This design comes from an exercise in tuning for small area on the open sky130 flow, not from production work. Function was checked by simulation only, so behaviour that the tests miss may differ from the original. Power figures rest on the tool's default switching activity, not on a simulated workload.

==> flow/design.v <==
module ram_sp_clr_wmux (
  input  logic [1:0]  scn, ssn, sp,
  input  logic [15:0] dcn, dsn, q,
  output logic [15:0] y
);
  for (genvar b = 0; b < 16; b++) begin : g_b
    assign y[b] = ~(~((scn[b/8] | dcn[b]) & (ssn[b/8] | dsn[b]))
                    | (sp[b/8] & q[b]));
  end
endmodule
module ram_sp_clr_rsel8 (
  input  logic [7:0] s, d,
  output logic       y
);
  assign y = |(s & d);
endmodule
module ram_sp_clr_nand3 (
  input  logic a, b, c,
  output logic y
);
  assign y = ~(a & b & c);
endmodule
module ram_sp_clr_and3 (
  input  logic a, b, c,
  output logic y
);
  assign y = a & b & c;
endmodule
module ram_sp_clr (
  input  logic        clock,
  input  logic        reset_n,
  input  logic        Write_Enable,
  input  logic [7:0]  write_address,
  input  logic [1:0]  Byte_Enable,
  input  logic [15:0] DATA_WRITE,
  input  logic        Read_Enable,
  input  logic [7:0]  read_address,
  output logic [15:0] DATA_READ,
  output logic        Read_Valid,
  input  logic        Clear_Start,
  output logic        Busy
);
  logic [7:0] cnt;
  always_ff @(posedge clock or negedge reset_n) begin
    if (!reset_n) begin
      Busy <= 1'b1;
      cnt  <= '0;
    end else if (Busy) begin
      cnt <= cnt + 1'b1;
      if (cnt == 8'hff) Busy <= 1'b0;
    end else if (Clear_Start) begin
      Busy <= 1'b1;
    end
  end
  logic [1:0] phase;
  always_ff @(posedge clock or negedge reset_n) begin
    if (!reset_n) phase <= '0;
    else          phase <= phase + 1'b1;
  end
  logic ph, pn;
  assign ph = phase[0];
  assign pn = phase[1];
  logic wr_go, rd_go;
  assign wr_go = Write_Enable & ~Busy;
  assign rd_go = Read_Enable & ~Busy;
  logic c_now;
  assign c_now = wr_go & (write_address[0] ^ ph);
  logic        s1_v;
  logic [6:0]  s1_k;
  logic [1:0]  s1_be;
  logic [15:0] s1_d;
  always_ff @(posedge clock) begin
    s1_v  <= wr_go & ~(write_address[0] ^ ph);
    s1_k  <= write_address[7:1];
    s1_be <= Byte_Enable;
    s1_d  <= DATA_WRITE;
  end
  logic [1:0] c_l, s_l;
  logic       same_ring;
  assign same_ring = (write_address[7:1] == s1_k);
  assign c_l = {2{c_now}} & Byte_Enable;
  assign s_l = {2{s1_v & ~Busy}} & s1_be & ~({2{same_ring}} & c_l);
  logic [15:0] wc_h, ws_h;
  logic [7:0]  wc_m, ws_m;
  logic [1:0]  wc_l;
  always_comb begin
    wc_h = '0;
    wc_h[write_address[7:4]] = 1'b1;
    wc_h = wc_h | {16{Busy}};
    wc_m = '0;
    wc_m[write_address[3:1]] = 1'b1;
    wc_m = wc_m | {8{Busy}};
    wc_l = c_l | {2{Busy}};
    ws_h = '0;
    ws_h[s1_k[6:3]] = 1'b1;
    ws_m = '0;
    ws_m[s1_k[2:0]] = 1'b1;
  end
  logic [15:0] dcn, dsn;
  assign dcn = ~((DATA_WRITE & {16{~Busy}}) ^ {16{pn}});
  assign dsn = ~(s1_d ^ {16{pn}});
  logic [15:0] slot0 [128];
  logic [15:0] slot1 [128];
  for (genvar k = 0; k < 128; k++) begin : g_ring
    logic [1:0]  scn, ssn, sp;
    logic [15:0] nxt;
    for (genvar l = 0; l < 2; l++) begin : g_l
      ram_sp_clr_nand3 u_sc (
        .a(wc_h[k >> 3]), .b(wc_m[k & 7]), .c(wc_l[l]), .y(scn[l])
      );
      ram_sp_clr_nand3 u_ss (
        .a(ws_h[k >> 3]), .b(ws_m[k & 7]), .c(s_l[l]), .y(ssn[l])
      );
    end
    assign sp = scn & ssn;
    ram_sp_clr_wmux u_wm (
      .scn(scn), .ssn(ssn), .sp(sp), .dcn(dcn), .dsn(dsn), .q(slot1[k]),
      .y(nxt)
    );
    always_ff @(posedge clock) begin
      slot0[k] <= nxt;
      slot1[k] <= slot0[k];
    end
  end
  logic [15:0]  pre_h;
  logic [7:0]   pre_m;
  logic [1:0]   pre_s;
  logic [255:0] lsel;
  logic [15:0]  loc [256];
  always_comb begin
    pre_h = '0;
    pre_h[read_address[7:4]] = 1'b1;
    pre_m = '0;
    pre_m[read_address[3:1]] = 1'b1;
    pre_s[0] = ~(read_address[0] ^ ph);
    pre_s[1] = read_address[0] ^ ph;
    for (int k = 0; k < 128; k++) begin
      loc[2*k]   = slot0[k];
      loc[2*k+1] = slot1[k];
    end
  end
  for (genvar l = 0; l < 256; l++) begin : g_lsel
    ram_sp_clr_and3 u_ls (
      .a(pre_h[l >> 4]), .b(pre_m[(l >> 1) & 7]), .c(pre_s[l & 1]),
      .y(lsel[l])
    );
  end
  logic [15:0] rd_mem;
  for (genvar b = 0; b < 16; b++) begin : g_rbit
    logic [31:0] u;    
    for (genvar j = 0; j < 32; j++) begin : g_u
      logic [7:0] dj;
      for (genvar i = 0; i < 8; i++) begin : g_i
        assign dj[i] = loc[8*j+i][b];
      end
      ram_sp_clr_rsel8 u_rs (.s(lsel[8*j +: 8]), .d(dj), .y(u[j]));
    end
    assign rd_mem[b] = |u;
  end
  logic [15:0] rd_word;
  logic        rpol;
  assign rpol = pn ^ (read_address[0] & ph);
  always_comb begin
    rd_word = rd_mem ^ {16{rpol}};
    if (s1_v && ({s1_k, ~ph} == read_address)) begin
      if (s1_be[0]) rd_word[7:0]  = s1_d[7:0];
      if (s1_be[1]) rd_word[15:8] = s1_d[15:8];
    end
    if (wr_go && (write_address == read_address)) begin
      if (Byte_Enable[0]) rd_word[7:0]  = DATA_WRITE[7:0];
      if (Byte_Enable[1]) rd_word[15:8] = DATA_WRITE[15:8];
    end
  end
  always_ff @(posedge clock or negedge reset_n) begin
    if (!reset_n) begin
      Read_Valid <= 1'b0;
      DATA_READ  <= '0;
    end else begin
      Read_Valid <= rd_go;
      if (rd_go) DATA_READ <= rd_word;
    end
  end
endmodule
clock: 6.5 ns
lec_check: 0
cap_margin: 20
core_margin: 2
core_utilization: 40
cts_buf_list: sky130_fd_sc_hd__clkbuf_8
cts_cluster_diameter: 60
cts_cluster_size: 16
place_density: 0.5
slew_margin: 20
synth_hierarchical: 1
standard.sh (not shown) runs the stock make flow with config.mk's settings and CLKGATE_MAP_FILE= SYNTH_SCRIPT=/design/flow/synth_recipe.tcl, a recipe that flattens the netlist after the stock synthesis.
==> flow/flow/run.sh <==
#!/bin/bash
# Standard layout, except that clock tree synthesis inserts no dummy loads.
# The whole ORFS run (synthesis through final DEF) is logged to orfs_flow.log;
# each step's own log stays under orfs/logs/.
set -euo pipefail
bash standard.sh \
  "CTS_ARGS=-sink_clustering_enable -repair_clock_nets -dont_use_dummy_load -buf_list sky130_fd_sc_hd__clkbuf_8 -sink_clustering_size 16 -sink_clustering_max_diameter 60" \
  finish > orfs_flow.log 2>&1
The baseline went through all stages and came out clean.
Change:
--- a/flow/design.v
+++ b/flow/design.v
@@ -13,12 +13,6 @@
   output logic       y
 );
   assign y = |(s & d);
-endmodule
-module ram_sp_clr_nand3 (
-  input  logic a, b, c,
-  output logic y
-);
-  assign y = ~(a & b & c);
 endmodule
 module ram_sp_clr_and3 (
   input  logic a, b, c,
@@ -80,41 +74,19 @@
   assign same_ring = (write_address[7:1] == s1_k);
   assign c_l = {2{c_now}} & Byte_Enable;
   assign s_l = {2{s1_v & ~Busy}} & s1_be & ~({2{same_ring}} & c_l);
-  logic [15:0] wc_h, ws_h;
-  logic [7:0]  wc_m, ws_m;
-  logic [1:0]  wc_l;
-  always_comb begin
-    wc_h = '0;
-    wc_h[write_address[7:4]] = 1'b1;
-    wc_h = wc_h | {16{Busy}};
-    wc_m = '0;
-    wc_m[write_address[3:1]] = 1'b1;
-    wc_m = wc_m | {8{Busy}};
-    wc_l = c_l | {2{Busy}};
-    ws_h = '0;
-    ws_h[s1_k[6:3]] = 1'b1;
-    ws_m = '0;
-    ws_m[s1_k[2:0]] = 1'b1;
-  end
   logic [15:0] dcn, dsn;
   assign dcn = ~((DATA_WRITE & {16{~Busy}}) ^ {16{pn}});
   assign dsn = ~(s1_d ^ {16{pn}});
   logic [15:0] slot0 [128];
   logic [15:0] slot1 [128];
   for (genvar k = 0; k < 128; k++) begin : g_ring
-    logic [1:0]  scn, ssn, sp;
+    logic [1:0]  sc, ss, sp;
     logic [15:0] nxt;
-    for (genvar l = 0; l < 2; l++) begin : g_l
-      ram_sp_clr_nand3 u_sc (
-        .a(wc_h[k >> 3]), .b(wc_m[k & 7]), .c(wc_l[l]), .y(scn[l])
-      );
-      ram_sp_clr_nand3 u_ss (
-        .a(ws_h[k >> 3]), .b(ws_m[k & 7]), .c(s_l[l]), .y(ssn[l])
-      );
-    end
-    assign sp = scn & ssn;
+    assign sc = {2{Busy}} | (c_l & {2{write_address[7:1] == k}});
+    assign ss = s_l & {2{s1_k == k}};
+    assign sp = ~(sc | ss);
     ram_sp_clr_wmux u_wm (
-      .scn(scn), .ssn(ssn), .sp(sp), .dcn(dcn), .dsn(dsn), .q(slot1[k]),
+      .scn(~sc), .ssn(~ss), .sp(sp), .dcn(dcn), .dsn(dsn), .q(slot1[k]),
       .y(nxt)
     );
     always_ff @(posedge clock) begin
Result: The changed run passed the timing, design-rule and antenna checks; power rises by about 0.5%; global-route usage is higher by 2.2 points; flip-flop and latch count does not change; core utilization is higher by 0.49 points; via count is higher by 0.63%; cell count came out higher by 1.5%; setup slack improves by 340 ps; first-iteration DRC count is lower by 6.6%; routed wire length went up by 6.5%; final area came out higher by about 1.3%; register-to-register slack improves by 440 ps; die area grows by 0.40%; non-clock buffer count goes up by 193; clock-buffer cell count goes up by 13.

==> separate check: timing with driven ports <==
How much do the figures lean on ideal ports? The routed layouts below were timed once more, with nothing changed but the port constraints.
Step 1 assumes that a clkbuf_16 drives the clock port and a buf_2 every other input.
Step 2 moves the port delays by t, midway between the first and last clock arrival at a register: inputs arrive t later, outputs are due t later. That takes back most of the time a late clock gives input paths.
Three values: ideal, step 1, step 2; two values: the first two.
run | t, ns | setup WS [ns] | hold slack, ns | clock arrival spread, ns | worst register clock-pin slew, ns
the first run | 1.225 | 0.484 / 0.566 / -0.660 | 0.283 / 0.240 / 0.283 | 0.143 / 0.143 | 0.11 / 0.11
the second run | 1.220 | 0.822 / 0.836 / -0.384 | 0.257 / 0.231 / 0.257 | 0.147 / 0.147 | 0.11 / 0.11
With both steps, setup timing fails in the first run and the second run, where it was met with ideal ports. The setup slack of the second run, which loses most, moves by +0.014 ns with the drivers and by -1.206 ns with both steps.
